From an optimization exercise on the open Yosys and OpenROAD flow, aimed at small area; shortcuts taken in it are not production practice. The RTL was checked by simulation tests, not by an equivalence proof against the original design.

==> flow/design.v <==
`timescale 1ns/100ps
module tetris_top (
    input   logic           i_clk,
    input   logic           i_res_n,
    input   logic   [8:0]   i_vram_addr,
    input   logic   [3:0]   i_pos_x,
    input   logic   [4:0]   i_pos_y,
    output  logic   [3:0]   o_block_data,
    input   logic   [14:0]  i_snes_state,
    output  logic           o_game_reset_pls,
    output  logic           o_bgm_fixed_pls
);
    function automatic logic [15:0] shape_map(input logic [2:0] kind);
        logic [15:0] m;
        case (kind)
            3'd2: m = 16'h00f0;    
            3'd3: m = 16'h0033;    
            3'd4: m = 16'h0036;    
            3'd5: m = 16'h0063;    
            3'd6: m = 16'h0071;    
            3'd7: m = 16'h0074;    
            3'd0: m = 16'h0072;    
            default: m = 16'h0071;    
        endcase
        shape_map = m;
    endfunction
    logic   w_idle;
    logic   w_addr0;
    logic   w_last;
    assign w_idle  = i_vram_addr[8] & i_vram_addr[3];
    assign w_addr0 = (i_vram_addr == 9'd0);
    assign w_last  = i_vram_addr[8] & (i_vram_addr[2:0] == 3'd7);     
    logic   [6:0]   r_btn_old;       
    logic   [6:0]   w_btn;
    logic   [6:0]   w_press;
    logic           r_fix_req;
    logic           r_clr_req;
    assign w_btn   = {i_snes_state[14:12], i_snes_state[9:6]};
    assign w_press = w_btn & ~r_btn_old;
    always_ff @(posedge i_clk or negedge i_res_n) begin
        if (!i_res_n) begin
            r_btn_old <= '0;
            r_fix_req <= 1'b0;
            r_clr_req <= 1'b0;
        end else begin
            r_btn_old <= w_btn;
            r_fix_req <= w_press[5];
            r_clr_req <= w_press[4];
        end
    end
    assign o_game_reset_pls = r_clr_req;
    assign o_bgm_fixed_pls  = r_fix_req;
    logic   r_clr_pend;
    logic   r_fix_pend;
    logic   r_clr_busy;
    logic   r_fix_busy;
    logic   r_fix_done;
    logic   w_frame_start;
    logic   w_clr_start;
    logic   w_fix_start;
    assign w_frame_start = w_addr0 && !r_clr_busy && !r_fix_busy;
    assign w_clr_start   = w_frame_start && r_clr_pend;
    assign w_fix_start   = w_frame_start && r_fix_pend && !r_clr_pend;
    always_ff @(posedge i_clk or negedge i_res_n) begin
        if (!i_res_n) begin
            r_clr_pend <= 1'b0;
            r_fix_pend <= 1'b0;
            r_clr_busy <= 1'b0;
            r_fix_busy <= 1'b0;
            r_fix_done <= 1'b0;
        end else begin
            if (w_clr_start)    r_clr_pend <= 1'b0;
            else if (r_clr_req) r_clr_pend <= 1'b1;
            if (w_fix_start)    r_fix_pend <= 1'b0;
            else if (r_fix_req) r_fix_pend <= 1'b1;
            if (w_clr_start)    r_clr_busy <= 1'b1;
            else if (w_idle)    r_clr_busy <= 1'b0;
            r_fix_done <= 1'b0;
            if (w_fix_start) begin
                r_fix_busy <= 1'b1;
            end else if (r_fix_busy && w_idle) begin
                r_fix_busy <= 1'b0;
                r_fix_done <= 1'b1;
            end
        end
    end
    logic   [2:0]   r_kind;      
    logic   [3:0]   w_kind;
    logic   [1:0]   r_angle;
    logic   [3:0]   r_px;
    logic   [4:0]   r_py;
    assign w_kind = {r_kind == 3'd0, r_kind};
    always_ff @(posedge i_clk or negedge i_res_n) begin
        if (!i_res_n) begin
            r_kind  <= 3'd2;
            r_angle <= 2'd0;
            r_px    <= 4'd5;
            r_py    <= 5'd0;
        end else if (r_fix_done) begin
            r_kind  <= (r_kind == 3'd0) ? 3'd2 : r_kind + 3'd1;     
            r_angle <= 2'd0;
            r_px    <= 4'd5;
            r_py    <= 5'd0;
        end else if (!r_fix_busy) begin
            if (w_press[0])      r_angle <= r_angle + 2'd1;
            else if (w_press[6]) r_angle <= r_angle - 2'd1;
            else if (w_press[3]) r_py    <= r_py + 5'd1;
            else if (w_press[2]) r_px    <= r_px - 4'd1;
            else if (w_press[1]) r_px    <= r_px + 4'd1;
        end
    end
    logic   [3:0]   w_rx;
    logic   [4:0]   w_ry;
    logic   [1:0]   w_box;       
    logic   [1:0]   w_bx;
    logic   [1:0]   w_by;
    logic   [15:0]  w_map;
    logic           w_covered;
    assign w_rx  = i_pos_x - r_px;
    assign w_ry  = i_pos_y - r_py;
    assign w_box = (r_kind == 3'd2) ? 2'd3 : (r_kind == 3'd3) ? 2'd1 : 2'd2;
    always_comb begin
        case (r_angle)
            2'd0:    begin w_bx = w_rx[1:0];         w_by = w_ry[1:0];         end
            2'd1:    begin w_bx = w_ry[1:0];         w_by = w_box - w_rx[1:0]; end
            2'd2:    begin w_bx = w_box - w_rx[1:0]; w_by = w_box - w_ry[1:0]; end
            default: begin w_bx = w_box - w_ry[1:0]; w_by = w_rx[1:0];         end
        endcase
    end
    assign w_map     = shape_map(r_kind);
    assign w_covered = (w_rx[3:2] == 2'd0) && (w_ry[4:2] == 3'd0) && w_map[{w_by, w_bx}];
    localparam int CELLS = 264;
    localparam int LOOP  = 8;
    logic   [3*CELLS-1:0]   r_chain;
    logic   [3*LOOP-1:3]    r_delay;     
    logic   [2:0]           r_phi;       
    logic   [2:0]           w_ahead;
    logic   [2:0]           w_back;
    logic   [2:0]           w_old;       
    logic   [3:0]           w_old_code;
    logic                   w_wall;
    logic   [2:0]           w_new;
    logic   [3:0]           r_block;
    always_comb begin
        case (r_phi)
            3'd0: begin w_ahead = r_chain[2:0];   w_back = r_chain[2:0];   end
            3'd1: begin w_ahead = r_chain[23:21]; w_back = r_delay[5:3];   end
            3'd2: begin w_ahead = r_chain[20:18]; w_back = r_delay[8:6];   end
            3'd3: begin w_ahead = r_chain[17:15]; w_back = r_delay[11:9];  end
            3'd4: begin w_ahead = r_chain[14:12]; w_back = r_delay[14:12]; end
            3'd5: begin w_ahead = r_chain[11:9];  w_back = r_delay[17:15]; end
            3'd6: begin w_ahead = r_chain[8:6];   w_back = r_delay[20:18]; end
            default: begin w_ahead = r_chain[5:3]; w_back = r_delay[23:21]; end
        endcase
    end
    assign w_old = (i_vram_addr[2:0] < r_phi) ? w_ahead : w_back;
    assign w_wall = (i_pos_y == 5'd21) || (i_pos_x == 4'd0) || (i_pos_x == 4'd11) ||
                    (i_pos_y == 5'd0 && (i_pos_x == 4'd1 || i_pos_x == 4'd2 ||
                                         i_pos_x == 4'd9 || i_pos_x == 4'd10));
    assign w_old_code = (w_old == {2'b00, !w_wall}) ? 4'd8 : {1'b0, w_old};
    always_comb begin
        if (w_clr_start || r_clr_busy)                      w_new = {2'b00, w_wall};
        else if ((w_fix_start || r_fix_busy) && w_covered)  w_new = r_kind | {2'b00, r_kind == 3'd0 && !w_wall};
        else                                                w_new = w_old;
    end
    always_ff @(posedge i_clk) begin
        r_delay <= {r_delay[3*LOOP-4:3], r_chain[2:0]};
        if (w_idle)
            r_phi <= r_phi + 3'd1;
        else if (w_last)
            r_phi <= 3'd0;
        r_block <= w_covered ? w_kind : w_old_code;
    end
    logic   [3*CELLS-1:0]   w_chain;
    always_comb begin
        for (int s = 0; s < CELLS; s++) begin
            if (s % LOOP != LOOP - 1)
                w_chain[3*s +: 3] = r_chain[3*(s+1) +: 3];
            else if (w_idle)
                w_chain[3*s +: 3] = r_chain[3*(s-LOOP+1) +: 3];
            else if (s == CELLS - 1)
                w_chain[3*s +: 3] = w_new;
            else
                w_chain[3*s +: 3] = r_chain[3*(s+1) +: 3];
        end
    end
    always_ff @(posedge i_clk) begin
        r_chain <= w_chain;
    end
    assign o_block_data = r_block;
endmodule
==> flow/config.mk <==
export PLATFORM = sky130hd
export DESIGN_NAME = tetris_top
export DESIGN_NICKNAME = tetris_top
export VERILOG_FILES = /design/flow/design.v
export SDC_FILE = /design/flow/constraint.sdc
export NUM_CORES = 4
export LEC_CHECK = 0
export CAP_MARGIN = 20
export CORE_MARGIN = 2
export CORE_UTILIZATION = 65
export PLACE_DENSITY = 0.75
export SLEW_MARGIN = 20
export CTS_ARGS = -sink_clustering_enable -repair_clock_nets -dont_use_dummy_load -buf_list sky130_fd_sc_hd__clkbuf_16 -sink_clustering_size 30 -sink_clustering_max_diameter 80
export BUFFER_PORTS_ARGS = -buffer_cell sky130_fd_sc_hd__buf_1
==> flow/constraint.sdc <==
create_clock -name core_clock -period 8.0 [get_ports {i_clk}]
set_input_delay 1.6000 -clock core_clock [delete_from_list [all_inputs] [get_ports {i_clk}]]
set_output_delay 1.6000 -clock core_clock [all_outputs]
set_load 0.01 [all_outputs]
standard.sh (not shown) runs the stock make flow with config.mk's settings and CLKGATE_MAP_FILE= SYNTH_SCRIPT=/design/flow/synth_recipe.tcl, a recipe that flattens the netlist after the stock synthesis.
==> flow/flow/run.sh <==
#!/bin/bash
# The standard layout, with two changes appended to its config.mk:
# CTS clusters up to 30 flip-flops per clkbuf_16 leaf buffer (within 80 um) and
# inserts no dummy loads; ports are buffered with buf_1.
set -euo pipefail
cat >> config.mk <<'EOC'
export CTS_ARGS = -sink_clustering_enable -repair_clock_nets -dont_use_dummy_load -buf_list sky130_fd_sc_hd__clkbuf_16 -sink_clustering_size 30 -sink_clustering_max_diameter 80
export BUFFER_PORTS_ARGS = -buffer_cell sky130_fd_sc_hd__buf_1
EOC
bash standard.sh > standard.log 2>&1
==> next run, changes <==
--- a/flow/design.v
+++ b/flow/design.v
@@ -133,7 +133,9 @@
     localparam int LOOP  = 8;
     logic   [3*CELLS-1:0]   r_chain;
     logic   [3*LOOP-1:3]    r_delay;     
-    logic   [2:0]           r_phi;       
+    logic   [3:0]           r_idle;      
+    logic   [2:0]           w_phi;       
+    logic                   w_ahead_sel;
     logic   [2:0]           w_ahead;
     logic   [2:0]           w_back;
     logic   [2:0]           w_old;       
@@ -141,8 +143,9 @@
     logic                   w_wall;
     logic   [2:0]           w_new;
     logic   [3:0]           r_block;
+    assign w_phi = r_idle[2:0];
     always_comb begin
-        case (r_phi)
+        case (w_phi)
             3'd0: begin w_ahead = r_chain[2:0];   w_back = r_chain[2:0];   end
             3'd1: begin w_ahead = r_chain[23:21]; w_back = r_delay[5:3];   end
             3'd2: begin w_ahead = r_chain[20:18]; w_back = r_delay[8:6];   end
@@ -153,7 +156,8 @@
             default: begin w_ahead = r_chain[5:3]; w_back = r_delay[23:21]; end
         endcase
     end
-    assign w_old = (i_vram_addr[2:0] < r_phi) ? w_ahead : w_back;
+    assign w_ahead_sel = (i_vram_addr[2:0] < w_phi);
+    assign w_old = (w_ahead_sel ? w_ahead : w_back) ^ {3{r_idle[3] ^ !w_ahead_sel}};
     assign w_wall = (i_pos_y == 5'd21) || (i_pos_x == 4'd0) || (i_pos_x == 4'd11) ||
                     (i_pos_y == 5'd0 && (i_pos_x == 4'd1 || i_pos_x == 4'd2 ||
                                          i_pos_x == 4'd9 || i_pos_x == 4'd10));
@@ -166,9 +170,9 @@
     always_ff @(posedge i_clk) begin
         r_delay <= {r_delay[3*LOOP-4:3], r_chain[2:0]};
         if (w_idle)
-            r_phi <= r_phi + 3'd1;
+            r_idle <= r_idle + 4'd1;
         else if (w_last)
-            r_phi <= 3'd0;
+            r_idle <= 4'd0;
         r_block <= w_covered ? w_kind : w_old_code;
     end
     logic   [3*CELLS-1:0]   w_chain;
@@ -177,11 +181,11 @@
             if (s % LOOP != LOOP - 1)
                 w_chain[3*s +: 3] = r_chain[3*(s+1) +: 3];
             else if (w_idle)
-                w_chain[3*s +: 3] = r_chain[3*(s-LOOP+1) +: 3];
+                w_chain[3*s +: 3] = ~r_chain[3*(s-LOOP+1) +: 3];
             else if (s == CELLS - 1)
-                w_chain[3*s +: 3] = w_new;
+                w_chain[3*s +: 3] = ~w_new;
             else
-                w_chain[3*s +: 3] = r_chain[3*(s+1) +: 3];
+                w_chain[3*s +: 3] = ~r_chain[3*(s+1) +: 3];
         end
     end
     always_ff @(posedge i_clk) begin
What happened:
- sequential share of layout area climbs by 0.33 points
- global-route usage drops by 0.77 points
- wire length drops by 4.0%
- fmax drops by 6.1%
- core utilization hardly moves
- non-clock buffer count drops by 1

## separate check: timing with driven ports
No port has a modelled driver above. Below, the same layouts with a new extraction and two added sets of constraints.
Step 1 assumes that a clkbuf_16 drives the clock port and a buf_2 every other input.
Step 2, shift: input delay + t, output delay - t, t = (earliest + latest rising clock arrival at the registers) / 2. This alone moves slack from input paths to output paths.
Three values: ideal ports, drivers, drivers and shift; two values: the first two.
run | t (ns) | setup WS [ns] | latest minus earliest clock arrival (ns) | pins driven straight from the clock port
the first run | 0.559 | 4.209 / 4.232 / 3.672 | 0.053 / 0.053 | 1
the second run | 0.562 | 3.965 / 3.987 / 3.425 | 0.046 / 0.046 | 1
After both steps every run listed still meets setup and hold. For the second run, which loses most, drivers alone change the setup slack by +0.022 ns; drivers and shift together by -0.540 ns.
